What follows belongs to an exercise in optimizing a design on an open flow for small area; a production flow would make more cautious choices.
At most, simulation tests tie the RTL to the original design; equivalence was not proved.
No activity file was given, so power comes from the tool's default toggle rates.

==> inputs of run a <==
## pixel_generator
module pixel_generator (
    input  logic                            out_stream_aclk,
    input  logic                            periph_resetn,
    output logic [32-1:0]       out_stream_tdata,
    output logic [32/8-1:0]     out_stream_tkeep,
    output logic                            out_stream_tlast,
    input  logic                            out_stream_tready,
    output logic                            out_stream_tvalid,
    output logic [0:0]                      out_stream_tuser,
    input  logic [8-1:0]  s_axi_lite_araddr,
    output logic                            s_axi_lite_arready,
    input  logic                            s_axi_lite_arvalid,
    input  logic [8-1:0]  s_axi_lite_awaddr,
    output logic                            s_axi_lite_awready,
    input  logic                            s_axi_lite_awvalid,
    input  logic                            s_axi_lite_bready,
    output logic [1:0]                      s_axi_lite_bresp,
    output logic                            s_axi_lite_bvalid,
    output logic [32-1:0]       s_axi_lite_rdata,
    input  logic                            s_axi_lite_rready,
    output logic [1:0]                      s_axi_lite_rresp,
    output logic                            s_axi_lite_rvalid,
    input  logic [32-1:0]       s_axi_lite_wdata,
    output logic                            s_axi_lite_wready,
    input  logic                            s_axi_lite_wvalid
);
==> module axil_regfile, before the edit <==
module axil_regfile (
    input  logic                            out_stream_aclk,
    input  logic                            periph_resetn,
    input  logic [8-1:0]  s_axi_lite_awaddr,
    input  logic                            s_axi_lite_awvalid,
    output logic                            s_axi_lite_awready,
    input  logic [32-1:0]       s_axi_lite_wdata,
    input  logic                            s_axi_lite_wvalid,
    output logic                            s_axi_lite_wready,
    output logic                            s_axi_lite_bvalid,
    output logic [1:0]                      s_axi_lite_bresp,
    input  logic                            s_axi_lite_bready,
    input  logic [8-1:0]  s_axi_lite_araddr,
    input  logic                            s_axi_lite_arvalid,
    output logic                            s_axi_lite_arready,
    output logic                            s_axi_lite_rvalid,
    output logic [32-1:0]       s_axi_lite_rdata,
    output logic [1:0]                      s_axi_lite_rresp,
    input  logic                            s_axi_lite_rready,
    output logic                            run
);
    localparam int idx_w = $clog2(8);
    localparam int last  = 8 - 1;
    logic [8-1:0][32-1:0] ring;
    logic [idx_w-1:0] enter;
    logic [idx_w-1:0] turn;
    logic             parked;
    logic             clean;
    logic [idx_w-1:0] turn_step;
    localparam logic [idx_w-1:0] turn_home = 3'b001;
    logic             wr_req;
    logic             wr_go;
    logic             park;
    logic             unpark;
    logic             bypass;
    logic             turn_end;
    logic [32-1:0] ring_in;
    assign clean     = (turn != '0);
    assign turn_step = {turn[1:0], turn[2] ^ turn[1]};
    assign turn_end  = (turn_step == turn_home);
    assign wr_req = s_axi_lite_awvalid && s_axi_lite_wvalid && clean &&
                    (s_axi_lite_awaddr[2 +: idx_w] == enter);
    assign park   = s_axi_lite_arvalid && clean && !parked &&
                    (s_axi_lite_araddr[2 +: idx_w] == enter);
    assign unpark = parked && !s_axi_lite_rvalid && (turn == turn_home);
    assign bypass = park || (parked && !unpark);
    assign wr_go  = wr_req && !park;
    assign s_axi_lite_awready = wr_go;
    assign s_axi_lite_wready  = wr_go;
    assign s_axi_lite_arready = s_axi_lite_arvalid && park;
    assign s_axi_lite_bresp   = pixgen_pkg::axil_okay;
    assign s_axi_lite_rresp   = pixgen_pkg::axil_okay;
    assign s_axi_lite_rdata   = ring[last];
    always_comb begin
        if (wr_go) begin
            ring_in = s_axi_lite_wdata;
        end else if (!clean) begin
            ring_in = '0;
        end else if (bypass) begin
            ring_in = ring[last-1];
        end else begin
            ring_in = ring[last];
        end
    end
    always_ff @(posedge out_stream_aclk) begin
        ring[last-1:0] <= {ring[last-2:0], ring_in};
        if (!bypass) begin
            ring[last] <= ring[last-1];
        end
    end
    always_ff @(posedge out_stream_aclk) begin
        if (!periph_resetn) begin
            enter  <= '0;
            turn   <= '0;
            parked <= 1'b0;
        end else begin
            if (park || (parked && turn_end && s_axi_lite_rvalid &&
                         !s_axi_lite_rready)) begin
                enter <= enter + 2'd2;
            end else begin
                enter <= enter + 1'b1;
            end
            if (bypass) begin
                turn <= turn_step;
            end else if (!clean && (enter == idx_w'(last))) begin
                turn <= turn_home;
            end
            if (park) begin
                parked <= 1'b1;
            end else if (unpark) begin
                parked <= 1'b0;
            end
        end
    end
    always_ff @(posedge out_stream_aclk) begin
        if (!periph_resetn) begin
            s_axi_lite_rvalid <= 1'b0;
        end else if (park) begin
            s_axi_lite_rvalid <= 1'b1;
        end else if (s_axi_lite_rready) begin
            s_axi_lite_rvalid <= 1'b0;
        end
    end
    always_ff @(posedge out_stream_aclk) begin
        if (!periph_resetn) begin
            s_axi_lite_bvalid <= 1'b0;
        end else if (wr_go) begin
            s_axi_lite_bvalid <= 1'b1;
        end else if (s_axi_lite_bready) begin
            s_axi_lite_bvalid <= 1'b0;
        end
    end
    always_ff @(posedge out_stream_aclk) begin
        if (!periph_resetn) begin
            run <= 1'b0;
        end else if (wr_go && (enter == '0)) begin
            run <= s_axi_lite_wdata[0];
        end
    end
endmodule
export LEC_CHECK = 0
export CAP_MARGIN = 20
export CORE_MARGIN = 2
export CORE_UTILIZATION = 60
export PLACE_DENSITY = 0.75
export SLEW_MARGIN = 20
create_clock -name core_clock -period 5.0 [get_ports {out_stream_aclk}]
standard.sh (not shown) runs the stock make flow with config.mk's settings and CLKGATE_MAP_FILE= SYNTH_SCRIPT=/design/flow/synth_recipe.tcl, a recipe that flattens the netlist after the stock synthesis.
==> flow/flow/run.sh <==
#!/bin/bash
# The standard layout (standard.sh), with these changes:
#  - after the standard synthesis, the combinational logic between the
#    flip-flops is re-mapped for area (flow/remap.sh, flow/remap.tcl);
#    flip-flops and tie cells stay exactly as the standard synthesis made
#    them (same instances, names and cell types);
#  - ports are buffered with the smallest buffer, sky130_fd_sc_hd__buf_1;
#  - a leaner clock tree (small buffers, no dummy loads);
#  - one tie cell per constant instead of one per load.
# Each tool's output goes to a log file of its own in this folder.
set -euo pipefail
export BUFFER_PORTS_ARGS="-buffer_cell sky130_fd_sc_hd__buf_1"
export CTS_ARGS="-sink_clustering_enable -repair_clock_nets -dont_use_dummy_load -buf_list sky130_fd_sc_hd__clkbuf_4 -sink_clustering_size 12 -sink_clustering_max_diameter 40"
export SKIP_REPAIR_TIE_FANOUT=1
bash standard.sh synth > synth.log 2>&1
R=orfs/results/$FLOW_PLATFORM/pixel_generator/base
cp $R/1_2_yosys.v standard_synth.v
bash flow/remap.sh > remap.log 2>&1
cp remapped.v $R/1_2_yosys.v
rm -f $R/1_synth.odb $R/1_synth.sdc
bash standard.sh > standard.log 2>&1
==> flow/flow/remap.sh <==
#!/bin/bash
# Re-map the combinational logic of the standard synthesis (standard_synth.v)
# with a few area-oriented ABC scripts; keep the smallest as remapped.v.
set -euo pipefail
R2="balance;rewrite;refactor;balance;rewrite;rewrite,-z;balance;refactor,-z;rewrite,-z;balance"
scripts=(
  "strash;$R2;dch,-f;amap;topo"
  "strash;dc2;dch,-f;amap;topo"
  "strash;$R2;$R2;dch,-f;amap;topo"
  "strash;dc2;$R2;dc2;dch,-f;amap;topo"
  "strash;ifraig;scorr;dc2;strash;dch,-f;amap;topo"
  "strash;$R2;dch,-f;amap;topo;strash;$R2;dch,-f;amap;topo"
  "strash;dc2;dch,-f;map,-a;topo"
)
export REMAP_LIB=$FLOW_HOME/platforms/$FLOW_PLATFORM/lib/sky130_fd_sc_hd__tt_025C_1v80.lib
export REMAP_IN=standard_synth.v REMAP_KEEP=flow/seq_cells.txt
best=""; best_area=""
for i in "${!scripts[@]}"; do
  mkdir -p remap_$i
  if REMAP_SCRIPT="${scripts[$i]}" REMAP_OUT=remap_$i/out.v REMAP_DIR=remap_$i \
      yosys -c flow/remap.tcl > remap_$i.log 2>&1; then
    a=$(awk '/Chip area for top module/ {print $NF}' remap_$i/remap_after.txt | tail -1)
    echo "script $i area $a: ${scripts[$i]}" >> remap_choice.log
    if [[ -n "$a" ]] && { [[ -z "$best_area" ]] || awk -v a="$a" -v b="$best_area" 'BEGIN{exit !(a<b)}'; }; then
      best=$i; best_area=$a
    fi
  else
    echo "script $i failed: ${scripts[$i]}" >> remap_choice.log
  fi
done
echo "kept script $best, area $best_area" >> remap_choice.log
cp remap_$best/out.v remapped.v
==> flow/flow/remap.tcl <==
# Re-map the standard synthesis's combinational logic for area with the ABC
# script in REMAP_SCRIPT (run.sh tries a few and keeps the smallest).
# Flip-flops and tie cells are kept as they are (same instances, names and
# cell types); only the logic between them is redone.
yosys -import
set lib $::env(REMAP_LIB)
set fin $::env(REMAP_IN)
set fout $::env(REMAP_OUT)
read_liberty -ignore_miss_func $lib
read_verilog $fin
hierarchy -top $::env(FLOW_TOP)
set fh [open $::env(REMAP_KEEP) r]
foreach c [split [read $fh] "\n"] {
  if {$c ne ""} { setattr -mod -set keep_hierarchy 1 $c }
}
close $fh
setattr -mod -set keep_hierarchy 1 sky130_fd_sc_hd__conb_1
tee -o $::env(REMAP_DIR)/remap_before.txt stat -liberty $lib
flatten
opt_clean
abc -liberty $lib -dont_use sky130_fd_sc_hd__probe* -dont_use sky130_fd_sc_hd__lpflow* \
  -script "+$::env(REMAP_SCRIPT)"
opt_clean -purge
hilomap -singleton -hicell sky130_fd_sc_hd__conb_1 HI -locell sky130_fd_sc_hd__conb_1 LO
opt_clean -purge
tee -o $::env(REMAP_DIR)/remap_after.txt stat -liberty $lib
select -module $::env(FLOW_TOP)
write_verilog -noattr -nohex -nodec -selected $fout
Other scripts of this flow, unchanged in this note and not shown: flow/flow/seq_cells.txt
==> run b (differences from run a) <==
--- a/flow/design.v
+++ b/flow/design.v
@@ -31,6 +31,4 @@
     logic             parked;
     logic             clean;
-    logic [idx_w-1:0] turn_step;
-    localparam logic [idx_w-1:0] turn_home = 3'b001;
     logic             wr_req;
     logic             wr_go;
@@ -40,12 +38,10 @@
     logic             turn_end;
     logic [32-1:0] ring_in;
-    assign clean     = (turn != '0);
-    assign turn_step = {turn[1:0], turn[2] ^ turn[1]};
-    assign turn_end  = (turn_step == turn_home);
+    assign turn_end = (turn == idx_w'(last - 1));
     assign wr_req = s_axi_lite_awvalid && s_axi_lite_wvalid && clean &&
                     (s_axi_lite_awaddr[2 +: idx_w] == enter);
     assign park   = s_axi_lite_arvalid && clean && !parked &&
                     (s_axi_lite_araddr[2 +: idx_w] == enter);
-    assign unpark = parked && !s_axi_lite_rvalid && (turn == turn_home);
+    assign unpark = parked && !s_axi_lite_rvalid && (turn == '0);
     assign bypass = park || (parked && !unpark);
     assign wr_go  = wr_req && !park;
@@ -78,4 +74,5 @@
             turn   <= '0;
             parked <= 1'b0;
+            clean  <= 1'b0;
         end else begin
             if (park || (parked && turn_end && s_axi_lite_rvalid &&
@@ -85,8 +82,8 @@
                 enter <= enter + 1'b1;
             end
-            if (bypass) begin
-                turn <= turn_step;
-            end else if (!clean && (enter == idx_w'(last))) begin
-                turn <= turn_home;
+            if (bypass && !turn_end) begin
+                turn <= turn + 1'b1;
+            end else begin
+                turn <= '0;
             end
             if (park) begin
@@ -94,4 +91,7 @@
             end else if (unpark) begin
                 parked <= 1'b0;
+            end
+            if (enter == idx_w'(last)) begin
+                clean <= 1'b1;
             end
         end
==> flow/flow/remap.sh (replaced) <==
#!/bin/bash
# Re-map the combinational logic of the standard synthesis (standard_synth.v)
# with a few area-oriented ABC scripts. Each result is proved equivalent to
# the standard synthesis (flow/remap_eq.tcl); the smallest proven one becomes
# remapped.v, and if none is proven the standard synthesis is kept as it is.
set -uo pipefail
R2="balance;rewrite;refactor;balance;rewrite;rewrite,-z;balance;refactor,-z;rewrite,-z;balance"
C2="balance;resub;resub,-K,6;balance;resub,-z;resub,-z,-K,6;balance;resub,-z,-K,5;balance"
scripts=(
  "strash;$R2;dch,-f;amap;topo"
  "strash;dc2;dch,-f;amap;topo"
  "strash;$R2;$R2;dch,-f;amap;topo"
  "strash;dc2;$R2;dc2;dch,-f;amap;topo"
  "strash;ifraig;scorr;dc2;strash;dch,-f;amap;topo"
  "strash;$R2;dch,-f;amap;topo;strash;$R2;dch,-f;amap;topo"
  "strash;$R2;$C2;dch,-f;amap;topo"
  "strash;dch;amap;topo"
)
export REMAP_LIB=$FLOW_HOME/platforms/$FLOW_PLATFORM/lib/sky130_fd_sc_hd__tt_025C_1v80.lib
export REMAP_IN=standard_synth.v REMAP_KEEP=flow/seq_cells.txt
: > remap_choice.log
for i in "${!scripts[@]}"; do
  mkdir -p remap_$i
  if REMAP_SCRIPT="${scripts[$i]}" REMAP_OUT=remap_$i/out.v REMAP_DIR=remap_$i \
      yosys -c flow/remap.tcl > remap_$i/yosys.log 2>&1; then
    a=$(awk '/Chip area for top module/ {print $NF}' remap_$i/remap_after.txt | tail -1)
    echo "$a $i" >> remap_areas.txt
    echo "script $i area $a: ${scripts[$i]}" >> remap_choice.log
  else
    echo "script $i failed: ${scripts[$i]}" >> remap_choice.log
  fi
done
cp standard_synth.v remapped.v
for i in $(sort -g remap_areas.txt | awk '{print $2}'); do
  if REMAP_OUT=remap_$i/out.v yosys -c flow/remap_eq.tcl > remap_$i/equiv.log 2>&1; then
    echo "kept script $i (proved equivalent)" >> remap_choice.log
    cp remap_$i/out.v remapped.v
    break
  fi
  echo "script $i not proved equivalent, skipped" >> remap_choice.log
done
--- a/flow/flow/remap.tcl
+++ b/flow/flow/remap.tcl
@@ -1,4 +1,5 @@
 # Re-map the standard synthesis's combinational logic for area with the ABC
-# script in REMAP_SCRIPT (run.sh tries a few and keeps the smallest).
+# script in REMAP_SCRIPT (remap.sh tries a few and keeps the smallest one
+# that it proves equivalent).
 # Flip-flops and tie cells are kept as they are (same instances, names and
 # cell types); only the logic between them is redone.
@@ -26,3 +27,5 @@
 tee -o $::env(REMAP_DIR)/remap_after.txt stat -liberty $lib
 select -module $::env(FLOW_TOP)
+# fails unless every cell is a library cell (no internal $ cells left)
+select -assert-none t:$*
 write_verilog -noattr -nohex -nodec -selected $fout
==> flow/flow/remap_eq.tcl (new file) <==
# Prove that REMAP_OUT does what REMAP_IN (the standard synthesis) does, with
# every library cell read as its function. Fails unless the proof is complete.
yosys -import
set lib $::env(REMAP_LIB)
read_liberty -ignore_miss_func $lib
read_verilog $::env(REMAP_IN)
yosys rename $::env(FLOW_TOP) gold
read_verilog $::env(REMAP_OUT)
yosys rename $::env(FLOW_TOP) gate
flatten
opt_clean
async2sync
equiv_make gold gate equiv
hierarchy -top equiv
equiv_simple -seq 2
equiv_induct
equiv_status -assert
CORE_UTILIZATION = 75   (was 60)
PLACE_DENSITY = 0.9   (was 0.75)
==> run c (differences from run a) <==
CORE_UTILIZATION = 70   (was 60)
PLACE_DENSITY = 0.85   (was 0.75)
==> summary of the runs <==
- The highest register-to-register slack belongs to run a, the lowest to run b.
- Against run b, the sequential cell count of run a is lower by 1.
- Between run b and run c, the lower global-route usage is in run c (gap 2.4 points).
- Of run a and run b, run a has the higher synthesized cell count (gap 2.1%, measured against run b).
- Against run a, the area after synthesis of run b is smaller by 0.50%.
- The lowest clock skew belongs to run a, the highest to run b.
- The highest final cell count belongs to run a, the lowest to run b.
==> figures <==
                                                                                run b                       run a                       run c
Run status                                                             finished clean              finished clean              finished clean
Cell leakage power                                                        0.002978 uW                 0.002960 uW                 0.002941 uW
Mapped Nets                                                                       528                         538                         538
Seq/total area                                                                 0.7576                      0.7459                      0.7509
Cell with the biggest individual delay on the critical path  sky130_fd_sc_hd__dfxtp_1  sky130_fd_sc_hd__a2111oi_1  sky130_fd_sc_hd__a2111oi_0
Vias in the first global route                                                   3904                        3888                        4075
Row count                                                                          35                          39                          36
Routed met1 length                                                           5.111 mm                    5.052 mm                    5.287 mm
CP Depth                                                                            9                           6                           7
Total design power                                                            3112 uW                     3365 uW                     3346 uW
# placed instances                                                                697                         737                         727
HPWL after detailed placement                                                8.593 mm                    7.138 mm                    8.185 mm
Critical path buffers and inverters                                                 5                           2                           3
Die H                                                                        100.3 um                    112.0 um                    104.0 um
Initial Util                                                                   0.7640                      0.6125                      0.7189
Only the layout flow was run in run a and run c; the RTL was not checked for function there.

## what the ideal ports hide
Ports are ideal in the flow. The routed layouts listed here were re-timed in OpenROAD.
Step 1 sets driving cells, clkbuf_16 on the clock port and buf_2 on the other inputs (assumed; they add their load-dependent delay and slew).
Step 2 times the ports against the registers' clock, not the clock port: input delays grow and output delays shrink by t, the midpoint of the rising clock arrivals with the driver on.
a / b / c = no drivers / after step 1 / after step 2; a / b = the first two.
run	t, ns	setup slack, ns	hold WS [ns]	worst register clock-pin slew, ns	cell pins on the clock port's net
run a	0.607	1.164 / 1.132 / 1.162	0.308 / 0.308 / 0.308	0.12 / 0.12	1
run b	0.584	1.124 / 1.093 / 0.954	0.253 / 0.253 / 0.253	0.12 / 0.12	1
run c	0.611	0.796 / 0.763 / 0.785	0.304 / 0.304 / 0.304	0.12 / 0.12	1
After both steps setup and hold are still met in every run listed. The setup slack of run b, which loses most, moves by -0.031 ns with the drivers and by -0.170 ns with both steps.
